Background: an optimization exercise with open tools, aiming at small area, a short achievable clock period and few clock cycles per item. Do not read the settings as production practice.
Function was checked by simulation only, so behaviour that the tests miss may differ from the original.

// pulse_shape_fir
module pulse_shape_fir #(
    parameter int NTAPS = fir_pkg::NTAPS,
    parameter int DW    = fir_pkg::DW,
    parameter int ACCW  = fir_pkg::ACCW
) (
    input  logic                    clk,
    input  logic                    reset_n,
    input  logic [DW-1:0]           sample_in,
    input  logic                    sample_valid,
    output logic                    ready,
    output logic [fir_pkg::CAW-1:0] coef_addr,
    input  logic [DW-1:0]           coef_in,
    output logic [DW-1:0]           y_out,
    output logic                    y_valid,
    output logic                    sample_drop
);
For scale: about 17000 cells after synthesis, about 3100 flip-flops, ~210000 um2 of cells after synthesis.
clock: 12.5 ns
lec_check: 0
cap_margin: 20
core_margin: 2
core_utilization: 55
place_density: 0.68
slew_margin: 20
synth_hierarchical: 1
standard.sh (not shown) runs the stock make flow with config.mk's settings and CLKGATE_MAP_FILE= SYNTH_SCRIPT=/design/flow/synth_recipe.tcl, a recipe that flattens the netlist after the stock synthesis.
==> flow/flow/run.sh <==
#!/bin/bash
set -uo pipefail
source flow/knobs.sh
sed 's/yosys synth -nofsm -noshare/yosys synth -nofsm -noshare -noabc/' synth_recipe.tcl > my_synth.tcl
bash standard.sh SYNTH_SCRIPT=$PWD/my_synth.tcl SETUP_SLACK_MARGIN=$REPAIR_MARGIN_NS TNS_END_PERCENT=$TNS_PCT \
  MATCH_CELL_FOOTPRINT=0 MAX_REPAIR_ANTENNAS_ITER_DRT=$ANT_ITERS MAX_REPAIR_ANTENNAS_ITER_GRT=$ANT_ITERS "BUFFER_PORTS_ARGS=-buffer_cell $PORT_BUF" finish > flow_make.log 2>&1
rc=$?
tail -30 flow_make.log
exit $rc
==> flow/flow/knobs.sh <==
REPAIR_MARGIN_NS=8.8
TNS_PCT=100
PORT_BUF=sky130_fd_sc_hd__buf_4
ANT_ITERS=15
Testbench counts at the start, summed over its fixed seeds: cycles 3,736, items 960.
Rerun with:
--- a/flow/design.v
+++ b/flow/design.v
@@ -1,16 +1,16 @@
 package fir_pkg;
     localparam int NTAPS = 65;
     localparam int DW    = 16;
     localparam int FRAC  = 13;
     localparam int ACCW  = 38;    
     localparam int CAW   = 7;
-    localparam int NLANE = 20;    
+    localparam int NLANE = 12;    
 endpackage
 module fir_sample_line
 #(
     parameter int DW    = fir_pkg::DW,
     parameter int DEPTH = 64
 ) (
     input  logic                clk,
     input  logic                ins,
     input  logic                zero_fb,
@@ -31,25 +31,26 @@
         end
     end
     for (genvar i = 0; i < DEPTH; i++) begin : g_tap
         assign taps[i*DW +: DW] = mem_q[i];
     end
 endmodule
 module fir_lane (
     input  logic              clk,
     input  logic [15:0]       x,
-    input  logic [7:0]        one,
-    input  logic [7:0]        two,
-    input  logic [7:0]        neg,
+    input  logic [7:0]        one_d,
+    input  logic [7:0]        two_d,
+    input  logic [7:0]        neg_d,
     input  logic              clr_d,
     output logic [37:0]       acc_s,
     output logic [37:0]       acc_c
 );
+    logic [7:0] one, two, neg;    
     logic clr_s, nclr_c;    
     logic [37:0] sa, ca;
     logic [37:0] s_d, c_d;
     logic [16:0] xe, xe1;
     logic [16:0] pp0;
     logic [16:0] pp1;
     logic [16:0] pp2;
     logic [16:0] pp3;
     logic [16:0] pp4;
@@ -498,45 +499,25 @@
     assign s_d[35] = w342;
     assign c_d[35] = w341;
     assign s_d[36] = w344;
     assign c_d[36] = w343;
     assign s_d[37] = w346;
     assign c_d[37] = w345;
     always_ff @(posedge clk) begin
         clr_s  <= clr_d;
         nclr_c <= ~clr_d;
+        one   <= one_d;
+        two   <= two_d;
+        neg   <= neg_d;
         acc_s <= s_d;
         acc_c <= c_d;
     end
 endmodule
-module fir_lane2 (
-    input  logic              clk,
-    input  logic [15:0]       x0,
-    input  logic [15:0]       x1,
-    input  logic [7:0]        one_d,
-    input  logic [7:0]        two_d,
-    input  logic [7:0]        neg_d,
-    input  logic              clr0_d,
-    input  logic              clr1_d,
-    output logic [37:0]       acc_s0,
-    output logic [37:0]       acc_c0,
-    output logic [37:0]       acc_s1,
-    output logic [37:0]       acc_c1
-);
-    logic [7:0] one, two, neg;
-    always_ff @(posedge clk) begin
-        one <= one_d;
-        two <= two_d;
-        neg <= neg_d;
-    end
-    fir_lane u_l0 (.clk(clk), .x(x0), .one(one), .two(two), .neg(neg), .clr_d(clr0_d), .acc_s(acc_s0), .acc_c(acc_c0));
-    fir_lane u_l1 (.clk(clk), .x(x1), .one(one), .two(two), .neg(neg), .clr_d(clr1_d), .acc_s(acc_s1), .acc_c(acc_c1));
-endmodule
 import fir_pkg::*;
 module pulse_shape_fir #(
     parameter int NTAPS = fir_pkg::NTAPS,
     parameter int DW    = fir_pkg::DW,
     parameter int ACCW  = fir_pkg::ACCW
 ) (
     input  logic                    clk,
     input  logic                    reset_n,
     input  logic [DW-1:0]           sample_in,
@@ -698,32 +679,28 @@
         end
     end
     always_ff @(posedge clk) begin
         coef_q <= coef_in;
         k1_q   <= k_q;
         fw1_q  <= fw_q;
     end
     logic [ACCW-1:0] acc_s [M];
     logic [ACCW-1:0] acc_c [M];
-    for (genvar p = 0; p < M / 2; p++) begin : g_pair
-        fir_lane2 u_pair (
-            .clk    (clk),
-            .x0     (taps[(M+1-2*p)*DW +: DW]),
-            .x1     (taps[(M-2*p)*DW +: DW]),
-            .one_d  (one_d),
-            .two_d  (two_d),
-            .neg_d  (neg_d),
-            .clr0_d (clr_d[2*p]),
-            .clr1_d (clr_d[2*p+1]),
-            .acc_s0 (acc_s[2*p]),
-            .acc_c0 (acc_c[2*p]),
-            .acc_s1 (acc_s[2*p+1]),
-            .acc_c1 (acc_c[2*p+1])
+    for (genvar j = 0; j < M; j++) begin : g_lane
+        fir_lane u_lane (
+            .clk   (clk),
+            .x     (taps[(M+1-j)*DW +: DW]),
+            .one_d (one_d),
+            .two_d (two_d),
+            .neg_d (neg_d),
+            .clr_d (clr_d[j]),
+            .acc_s (acc_s[j]),
+            .acc_c (acc_c[j])
         );
     end
     logic          p1_q, p2_q;
     logic [M-1:0]  rsel_q;
     logic [5:0]    mrd_q;
     logic          fwr_q;
     logic [M-1:0]  rvm;
     logic          rv_q;
     logic [ACCW-1:0] rs_q, rc_q, rs_d, rc_d;
Synthesized area is lower by 33%.
Setup slack gains 0.18 ns.
Via count is lower by 39%.
Cell count is lower by 34%.
Testbench counts after the change, summed over its fixed seeds: cycles 5,720, items 960.

========
## red
Another version of the RTL of pulse_shape_fir (not shown whole).
For scale: roughly 11000 cells after synthesis, about 2400 flip-flops, about 61 I/O pins, ~0.14 mm² of cells after synthesis.
Design pulse_shape_fir, start of the top module:
module pulse_shape_fir #(
    parameter int NTAPS = fir_pkg::NTAPS,
    parameter int DW    = fir_pkg::DW,
    parameter int ACCW  = fir_pkg::ACCW
) (
    input  logic                    clk,
    input  logic                    reset_n,
    input  logic [DW-1:0]           sample_in,
    input  logic                    sample_valid,
    output logic                    ready,
    output logic [fir_pkg::CAW-1:0] coef_addr,
    input  logic [DW-1:0]           coef_in,
    output logic [DW-1:0]           y_out,
    output logic                    y_valid,
    output logic                    sample_drop
);
export LEC_CHECK = 0
export CAP_MARGIN = 30
export CORE_MARGIN = 2
export CORE_UTILIZATION = 58
export PLACE_DENSITY = 0.7
export SLEW_MARGIN = 35
export SYNTH_HIERARCHICAL = 1
create_clock -name core_clock -period 12.5 [get_ports {clk}]
Scripts as last shown in full above: flow/flow/run.sh, flow/flow/knobs.sh
Testbench counts of red, summed over its fixed seeds: cycles 5,720, items 960.
## Diff of input files: purple against red
--- a/flow/design.v
+++ b/flow/design.v
@@ -720,70 +720,65 @@
             .acc_c1 (acc_c[2*p+1])
         );
     end
     logic          p1_q, p2_q;
     logic [M-1:0]  rsel_q;
     logic [5:0]    mrd_q;
     logic          fwr_q;
     logic [M-1:0]  rvm;
     logic          rv_q;
-    logic [ACCW-1:0] rs_q, rc_q, rs_d, rc_d;
+    logic [ACCW-1:0] rs_d, rc_d;
     logic [KH-1:0] cn_q, cn_d;
     logic [ACCW-1:0] cst, tot;
     logic [ACCW-1:0] t_s, t_c;
     logic [ACCW-FRAC-1:0] rnd;
     logic [DW-1:0] y_q, y_d;
     logic          yv_q;
-    logic          rv2_q;
     logic [ACCW-FRAC-1:0] rnd_q;
     always_comb begin
         rs_d = '0;
         rc_d = '0;
         for (int j = 0; j < M; j++) begin
             rs_d = rs_d | (acc_s[j] & {ACCW{rsel_q[j]}});
             rc_d = rc_d | (acc_c[j] & {ACCW{rsel_q[j]}});
             rvm[j] = rsel_q[j] & (6'(j) < mrd_q);
         end
-        if (rsel_q[0]) cn_d = fwr_q ? KBIAS : KH'(KBIAS * 65);
+        if (p2_q) cn_d = fwr_q ? KBIAS : KH'(KBIAS * 65);
         else           cn_d = cn_q + (fwr_q ? KH'(KBIAS * 2) : KBIAS);
     end
     always_ff @(posedge clk or negedge reset_n) begin
         if (!reset_n) begin
             p1_q   <= 1'b0;
             p2_q   <= 1'b0;
             rsel_q <= '0;
             rv_q   <= 1'b0;
-            rv2_q  <= 1'b0;
             yv_q   <= 1'b0;
             y_q    <= '0;
         end else begin
             p1_q   <= win_q & (k_q == 7'd0);
             p2_q   <= p1_q;
             rsel_q <= {rsel_q[M-2:0], p2_q};
             rv_q   <= |rvm;
-            rv2_q  <= rv_q;
-            yv_q   <= rv2_q;
-            if (rv2_q) y_q <= y_d;
+            yv_q   <= rv_q;
+            if (rv_q) y_q <= y_d;
         end
     end
     always_ff @(posedge clk) begin
         if (win_q & (k_q == 7'd0)) begin
             mrd_q <= m_q;
             fwr_q <= fw_q;
         end
-        rs_q <= rs_d;
-        rc_q <= rc_d;
         cn_q <= cn_d;
         rnd_q <= tot[ACCW-1:FRAC];
     end
     assign cst = {cn_q, 16'h1000};
-    assign t_s = rs_q ^ rc_q ^ cst;
-    assign t_c = {(rs_q[ACCW-2:0] & rc_q[ACCW-2:0]) | (rs_q[ACCW-2:0] & cst[ACCW-2:0]) | (rc_q[ACCW-2:0] & cst[ACCW-2:0]), 1'b0};
+    assign t_s = rs_d ^ rc_d ^ cst;
+    assign t_c = {(rs_d[ACCW-2:0] & rc_d[ACCW-2:0]) | (rs_d[ACCW-2:0] & cst[ACCW-2:0]) | (rc_d[ACCW-2:0] & cst[ACCW-2:0]), 1'b0};
     assign tot = t_s + t_c;
     assign rnd = rnd_q;
     always_comb begin
         if (!rnd[ACCW-FRAC-1] && (|rnd[ACCW-FRAC-2:DW-1]))      y_d = {1'b0, {(DW-1){1'b1}}};
         else if (rnd[ACCW-FRAC-1] && !(&rnd[ACCW-FRAC-2:DW-1])) y_d = {1'b1, {(DW-1){1'b0}}};
         else                                                    y_d = rnd[DW-1:0];
     end
     assign y_out   = y_q;
     assign y_valid = yv_q;
--- outcome ---
- Every stage of the flow completed for purple, and the final layout passed the timing, design-rule and antenna checks.
- red: no failed stages, no open violations at the end
- In purple the per-instance average area after synthesis turned out 0.042 µm² lower than in red.
- purple vs red on sequential cell count: purple is the lower one.
- In purple relative to red, synthesized cell count had gone down slightly.
- Weighted congestion at the end of routability-driven global placement of red is on par with purple.
- purple gives more final critical-path share of the clock period than red did.
- Relative to red, non-clock buffer count has gone up in purple.
- Looking at critical path depth, purple sits above red.
Testbench counts of purple, summed over its fixed seeds: cycles 5,712, items 960.

[what the ideal ports hide]
How much do the figures lean on ideal ports? The routed layouts below were timed once more, with nothing changed but the port constraints. Step 1: set_driving_cell puts a clkbuf_16 on clk and a buf_2 on each other input, an assumption about the parent block. Step 2 times the ports against the registers' clock, not the clock port: input delays grow and output delays shrink by t, the midpoint of the rising clock arrivals with the driver on. a / b / c = no drivers / after step 1 / after step 2; a / b = the first two.
run	t (ns)	setup slack, ns	hold slack, ns	worst setup path after step 2	pins driven straight from the clock port
the first run of note 1	1.106	8.378 / 8.325 / 8.378	0.299 / 0.299 / 0.299	register to register	1
the second run of note 1	0.966	8.557 / 8.457 / 8.216	0.294 / 0.294 / 0.294	input to register	1
red	0.996	8.468 / 8.361 / 8.151	0.307 / 0.307 / 0.307	input to register	1
purple	1.003	8.322 / 8.322 / 8.098	0.301 / 0.301 / 0.301	input to register	1
After both steps every run listed still meets setup and hold. For the second run of note 1, which loses most, drivers alone change the setup slack by -0.100 ns; drivers and shift together by -0.341 ns.
